This is an optimization exercise on Yosys and OpenROAD, whose aim is small area, not a production implementation. In this exercise RTL edits were held to simulation tests only and were not proved equivalent to the original. The flow treats the clock pin as an ideal source. Dropping or thinning the clock tree relies on that and would not hold on a real chip. Power is estimated from default activity; no workload was simulated.

==> flow/design.v <==
module color_mapper_top (
	input  logic        pixel_clk,
	input  logic        arst_n,
	input  logic        blank,
	input  logic        start,
	input  logic        over,
	input  logic        play,
	input  logic [9:0]  draw_x,
	input  logic [9:0]  draw_y,
	input  logic [2:0]  tile,
	input  logic [99:0] bullets,
	input  logic [19:0] enemy_bullet,
	input  logic [39:0] enemy,
	input  logic        enemy_alive,
	input  logic [39:0] player,
	input  logic [1:0]  lives,
	output logic [7:0]  red,
	output logic [7:0]  green,
	output logic [7:0]  blue
);
	localparam logic [3:0] C_BLACK  = 4'd0;
	localparam logic [3:0] C_RED    = 4'd1;
	localparam logic [3:0] C_BANNER = 4'd2;
	localparam logic [3:0] C_ENEMY  = 4'd3;
	localparam logic [3:0] C_START  = 4'd4;
	localparam logic [3:0] C_LIFE   = 4'd5;
	localparam logic [3:0] C_WHITE  = 4'd6;
	localparam logic [3:0] C_PLAYER = 4'd7;
	function automatic logic [10:0] nsum(input logic [9:0] a, input logic [9:0] b);
		logic w;
		w = 1'b0;
		for (int i = 0; i < 10; i++) begin
			nsum[i] = ~(a[i] ^ b[i] ^ w);
			w = (~a[i] & b[i]) | (w & ~(a[i] ^ b[i]));
		end
		nsum[10] = w;
	endfunction
	function automatic logic [2:0] near2(input logic [10:0] s);
		logic hi1, hi0;
		hi1 = ~s[10] & (&s[9:2]);    
		hi0 = s[10] & ~(|s[9:2]);    
		near2[2] = hi1 & (s[1:0] == 2'b11);
		near2[1] = (hi1 & (s[1:0] == 2'b10)) | (hi0 & (s[1:0] == 2'b00));
		near2[0] = (hi1 & (s[1:0] == 2'b01)) | (hi0 & (s[1:0] == 2'b01));
	endfunction
	function automatic logic in_circle(input logic [9:0] nx, input logic [9:0] ny, input logic [19:0] p);
		logic [2:0] ax, ay;
		ax = near2(nsum(nx, p[19:10]));
		ay = near2(nsum(ny, p[9:0]));
		in_circle = (ax[2] & (|ay)) | (ax[1] & (ay[2] | ay[1])) | (ax[0] & ay[2]);
	endfunction
	function automatic logic absle(input logic [9:0] na, input logic [9:0] b, input logic [9:0] h);
		logic [10:0] s;
		logic r;
		s = nsum(na, b);
		r = ~s[10];
		for (int i = 0; i < 10; i++) begin
			logic v;
			v = s[i] ^ ~s[10];
			r = (~v & h[i]) | (~v & r) | (h[i] & r);
		end
		absle = r;
	endfunction
	function automatic logic in_box(input logic [9:0] nx, input logic [9:0] ny, input logic [39:0] b);
		in_box = absle(nx, b[39:30], b[19:10]) & absle(ny, b[29:20], b[9:0]);
	endfunction
	logic [9:0] nx, ny;
	logic       hit_pb, hit_eb, hit_en, hit_pl, hit_life, border, banner;
	logic       ly, l1, l2, l3;
	logic [3:0] code_d, code_q1, code_q2, code_q3;
	assign nx = draw_x;
	assign ny = draw_y;
	always_comb begin
		hit_pb = 1'b0;
		for (int i = 0; i < 5; i++) hit_pb = hit_pb | in_circle(nx, ny, bullets[20*i +: 20]);
	end
	assign hit_eb = in_circle(nx, ny, enemy_bullet);
	assign hit_en = enemy_alive & in_box(nx, ny, enemy);
	assign hit_pl = in_box(nx, ny, player);
	assign ly = (draw_y >= 10'd15) && (draw_y <= 10'd25);
	assign l1 = (draw_x >= 10'd15) && (draw_x <= 10'd25) && (lives != 2'd3);
	assign l2 = (draw_x >= 10'd35) && (draw_x <= 10'd45) && !lives[1];
	assign l3 = (draw_x >= 10'd55) && (draw_x <= 10'd65) && (lives == 2'd0);
	assign hit_life = ly & (l1 | l2 | l3);
	assign border = (draw_x <= 10'd10);
	assign banner = (draw_x >= 10'd270) && (draw_x <= 10'd370) && (draw_y >= 10'd150) && (draw_y <= 10'd225);
	always_comb begin
		if (!blank)         code_d = C_BLACK;
		else if (start)     code_d = border ? C_BLACK : C_START;
		else if (over)      code_d = banner ? C_BANNER : C_BLACK;
		else if (play) begin
			if (hit_life)      code_d = C_LIFE;
			else if (hit_pl)   code_d = C_PLAYER;
			else if (hit_en)   code_d = C_ENEMY;
			else if (hit_eb)   code_d = C_RED;
			else if (hit_pb)   code_d = C_WHITE;
			else               code_d = {1'b1, ~tile};
		end else            code_d = C_BLACK;
	end
	always_ff @(posedge pixel_clk or negedge arst_n) begin
		if (!arst_n) begin
			code_q1 <= C_BLACK;
			code_q2 <= C_BLACK;
			code_q3 <= C_BLACK;
		end else begin
			code_q1 <= code_d;
			code_q2 <= code_q1;
			code_q3 <= code_q2;
		end
	end
	logic [23:0] rgb;
	always_comb begin
		case (code_q3)
			C_WHITE:  rgb = 24'hffffff;
			C_RED:    rgb = 24'hff0000;
			C_ENEMY:  rgb = 24'hd08020;
			C_PLAYER: rgb = 24'h2060ff;
			C_LIFE:   rgb = 24'hffc040;
			C_START:  rgb = 24'h181860;
			C_BANNER: rgb = 24'hc02020;
			4'b1111:  rgb = 24'h4090f0;
			4'b1110:  rgb = 24'h1040c0;
			4'b1101:  rgb = 24'h30a030;
			4'b1100:  rgb = 24'h807060;
			4'b1011:  rgb = 24'h704018;
			4'b1010:  rgb = 24'h207020;
			default:  rgb = 24'h000000;
		endcase
	end
	assign red   = rgb[23:16];
	assign green = rgb[15:8];
	assign blue  = rgb[7:0];
endmodule
Settings: LEC_CHECK=0, ABC_AREA=1, CAP_MARGIN=20, CORE_MARGIN=2, CORE_UTILIZATION=40, CTS_BUF_LIST=sky130_fd_sc_hd__clkbuf_4, PLACE_DENSITY=0.6, SLEW_MARGIN=20; clock period 15.0 ns.
standard.sh (not shown) runs the stock make flow with config.mk's settings and CLKGATE_MAP_FILE= SYNTH_SCRIPT=/design/flow/synth_recipe.tcl, a recipe that flattens the netlist after the stock synthesis.
==> flow/flow/run.sh <==
#!/bin/bash
# Layout flow: the standard ORFS flow (standard.sh) with three changes.
#  1. Yosys 'synth' runs with -noabc, so the RTL's gate-level ripple adders reach extract_fa
#     as written (no pre-mapping by 'abc -fast' that scrambles their polarity).
#  2. The final ABC technology mapping uses abc_map.script (area-oriented &nf mapping)
#     instead of ORFS's abc_area.script. Everything else in synthesis (no fsm/share passes,
#     flatten, renaming of function nets, register mapping) is the standard flow's synthesis unchanged.
#  3. Port buffers use sky130_fd_sc_hd__buf_1.
#  4. Clock tree synthesis without sink clustering or dummy loads (the design has 12 registers).
# Tool output: standard.log here, and ORFS's own logs under orfs/logs.
set -euo pipefail
HERE=$PWD
python3 - "$FLOW_HOME/scripts/synth.tcl" "$HERE/my_synth_core.tcl" "$HERE/flow/abc_map.script" <<'PY'
import sys
src, dst, script = sys.argv[1:4]
s = open(src).read()
old = "  log_cmd abc {*}$abc_args\n"
assert s.count(old) == 1
s = s.replace(old, "  set abc_args [lreplace $abc_args 1 1 %s]\n" % script + old)
open(dst, "w").write(s)
PY
sed -e 's/yosys synth -nofsm -noshare {\*}\$args/yosys synth -nofsm -noshare -noabc {*}$args/' \
    -e "s#source \$::env(SCRIPTS_DIR)/synth.tcl#source $HERE/my_synth_core.tcl#" synth_recipe.tcl > my_synth.tcl
grep -q -- '-noabc' my_synth.tcl
grep -q 'my_synth_core.tcl' my_synth.tcl
sed "s#SYNTH_SCRIPT=[^ ]*#SYNTH_SCRIPT=$HERE/my_synth.tcl#" standard.sh > my_standard.sh
grep -q 'my_synth.tcl' my_standard.sh
export BUFFER_PORTS_ARGS="-buffer_cell sky130_fd_sc_hd__buf_1"
export CTS_ARGS="-buf_list sky130_fd_sc_hd__clkbuf_8 -root_buf sky130_fd_sc_hd__clkbuf_8 -sink_clustering_enable -sink_clustering_size 50 -sink_clustering_max_diameter 1000 -sink_clustering_levels 1 -dont_use_dummy_load -repair_clock_nets"
bash my_standard.sh > standard.log 2>&1
==> flow/flow/abc_map.script <==
strash
&get -n
&deepsyn -T 60
&dch -f
&nf -R 1000
&put
strash
&get -n
&dch -f
&nf -R 1000
&put
topo
Next try:
--- a/flow/flow/run.sh
+++ b/flow/flow/run.sh
@@ -1,4 +1,4 @@
 #!/bin/bash
-# Layout flow: the standard ORFS flow (standard.sh) with three changes.
+# Layout flow: the standard ORFS flow (standard.sh) with these changes.
 #  1. Yosys 'synth' runs with -noabc, so the RTL's gate-level ripple adders reach extract_fa
 #     as written (no pre-mapping by 'abc -fast' that scrambles their polarity).
@@ -7,5 +7,6 @@
 #     flatten, renaming of function nets, register mapping) is the standard flow's synthesis unchanged.
 #  3. Port buffers use sky130_fd_sc_hd__buf_1.
-#  4. Clock tree synthesis without sink clustering or dummy loads (the design has 12 registers).
+#  4. Clock tree synthesis without dummy loads, and flow/post_cts.tcl then drives all 12
+#     registers from the root clock buffer (the leaf buffers CTS adds are removed).
 # Tool output: standard.log here, and ORFS's own logs under orfs/logs.
 set -euo pipefail
@@ -27,4 +28,5 @@
 grep -q 'my_synth.tcl' my_standard.sh
 export BUFFER_PORTS_ARGS="-buffer_cell sky130_fd_sc_hd__buf_1"
-export CTS_ARGS="-buf_list sky130_fd_sc_hd__clkbuf_8 -root_buf sky130_fd_sc_hd__clkbuf_8 -sink_clustering_enable -sink_clustering_size 50 -sink_clustering_max_diameter 1000 -sink_clustering_levels 1 -dont_use_dummy_load -repair_clock_nets"
+export CTS_ARGS="-buf_list sky130_fd_sc_hd__clkbuf_4 -root_buf sky130_fd_sc_hd__clkbuf_4 -dont_use_dummy_load -repair_clock_nets"
+export POST_CTS_TCL="$HERE/flow/post_cts.tcl"
 bash my_standard.sh > standard.log 2>&1
==> flow/flow/post_cts.tcl (new file) <==
# After clock tree synthesis: the design has 12 registers, so drive them all from the
# root clock buffer and remove the leaf buffers CTS added under it.
set block [ord::get_db_block]
set root [$block findInst clkbuf_0_pixel_clk]
if { $root != "NULL" } {
  set rootnet [[$root findITerm X] getNet]
  foreach inst [$block getInsts] {
    set name [$inst getName]
    if { ![string match "clkbuf_1_*_pixel_clk" $name] } { continue }
    set onet [[$inst findITerm X] getNet]
    foreach it [$onet getITerms] {
      if { [$it getInst] != $inst } {
        $it disconnect
        $it connect $rootnet
      }
    }
    [$inst findITerm A] disconnect
    [$inst findITerm X] disconnect
    odb::dbInst_destroy $inst
    odb::dbNet_destroy $onet
    puts "post_cts: removed leaf clock buffer $name"
  }
  # the root net now spans the whole core: route it with default rules
  $rootnet setNonDefaultRule NULL
  estimate_parasitics -placement
  report_clock_skew
}
Outcome: Cell area is lower by about 0.5%. Wire length barely changes. Via count hardly moves. Fmax drops by about 0.36%. Setup slack loses 0.036 ns. Hold slack improved by 0.019 ns. Die area does not change. Utilization goes down by 0.25 points. Clock skew barely changes.
Next try:
--- a/flow/flow/run.sh
+++ b/flow/flow/run.sh
@@ -28,5 +28,5 @@
 grep -q 'my_synth.tcl' my_standard.sh
 export BUFFER_PORTS_ARGS="-buffer_cell sky130_fd_sc_hd__buf_1"
-export CTS_ARGS="-buf_list sky130_fd_sc_hd__clkbuf_4 -root_buf sky130_fd_sc_hd__clkbuf_4 -dont_use_dummy_load -repair_clock_nets"
+export CTS_ARGS="-buf_list sky130_fd_sc_hd__clkbuf_4 -root_buf sky130_fd_sc_hd__clkbuf_8 -dont_use_dummy_load -repair_clock_nets"
 export POST_CTS_TCL="$HERE/flow/post_cts.tcl"
 bash my_standard.sh > standard.log 2>&1
Effect: The changed run finished clean. Sequential share of layout area stays flat. Area after synthesis stays the same. Via count climbs by 0.38%. Die area does not change. Register-to-register slack is about the same. Non-clock buffer count stays the same. Combinational power is about the same.
Next try:
--- a/flow/flow/run.sh
+++ b/flow/flow/run.sh
@@ -1,4 +1,4 @@
 #!/bin/bash
-# Layout flow: the standard ORFS flow (standard.sh) with these changes.
+# Layout flow: the standard ORFS flow (standard.sh) with three changes.
 #  1. Yosys 'synth' runs with -noabc, so the RTL's gate-level ripple adders reach extract_fa
 #     as written (no pre-mapping by 'abc -fast' that scrambles their polarity).
@@ -7,6 +7,5 @@
 #     flatten, renaming of function nets, register mapping) is the standard flow's synthesis unchanged.
 #  3. Port buffers use sky130_fd_sc_hd__buf_1.
-#  4. Clock tree synthesis without dummy loads, and flow/post_cts.tcl then drives all 12
-#     registers from the root clock buffer (the leaf buffers CTS adds are removed).
+#  4. Clock tree synthesis without sink clustering or dummy loads (the design has 12 registers).
 # Tool output: standard.log here, and ORFS's own logs under orfs/logs.
 set -euo pipefail
@@ -28,5 +27,4 @@
 grep -q 'my_synth.tcl' my_standard.sh
 export BUFFER_PORTS_ARGS="-buffer_cell sky130_fd_sc_hd__buf_1"
-export CTS_ARGS="-buf_list sky130_fd_sc_hd__clkbuf_4 -root_buf sky130_fd_sc_hd__clkbuf_8 -dont_use_dummy_load -repair_clock_nets"
-export POST_CTS_TCL="$HERE/flow/post_cts.tcl"
+export CTS_ARGS="-buf_list sky130_fd_sc_hd__clkbuf_4 -root_buf sky130_fd_sc_hd__clkbuf_4 -dont_use_dummy_load -repair_clock_nets"
 bash my_standard.sh > standard.log 2>&1
removed: flow/flow/post_cts.tcl
Sequential share of layout area stays flat.
Flip-flop and latch count stays the same.
Total power grows by 1.3%.
Global-route usage grows by 0.16 points.
Non-clock buffer count stays the same.
Worst setup slack is better by 0.097 ns.

[static timing again, ports no longer ideal]
In the flow no input, the clock included, has a driving cell. The finished layouts below were timed again as built, in two steps. Step 1: set_driving_cell puts a clkbuf_16 on pixel_clk and a buf_2 on each other input, an assumption about the parent block. Step 2 also shifts input and output timing later by t, the mid clock arrival at the registers, as if the neighbouring blocks saw the same clock. Three values: ideal, step 1, step 2; two values: the first two.
run | t (ns) | slack for setup (ns) | clock arrival spread, ns | worst slew at a driven data input, ns | pins driven straight from the clock port
the first run | 0.253 | 5.085 / 5.083 / 4.831 | 0.003 / 0.003 | 0.06 | 1
the second run | 0.192 | 5.049 / 5.046 / 4.855 | 0.001 / 0.001 | 0.06 | 1
the third run | 0.158 | 5.006 / 5.002 / 4.845 | 0.001 / 0.001 | 0.06 | 1
the fourth run | 0.279 | 5.103 / 5.100 / 4.821 | 0.005 / 0.004 | 0.06 | 1
After both steps setup and hold are still met in every run listed. For the fourth run, which loses most, drivers alone change the setup slack by -0.003 ns; drivers and shift together by -0.282 ns.
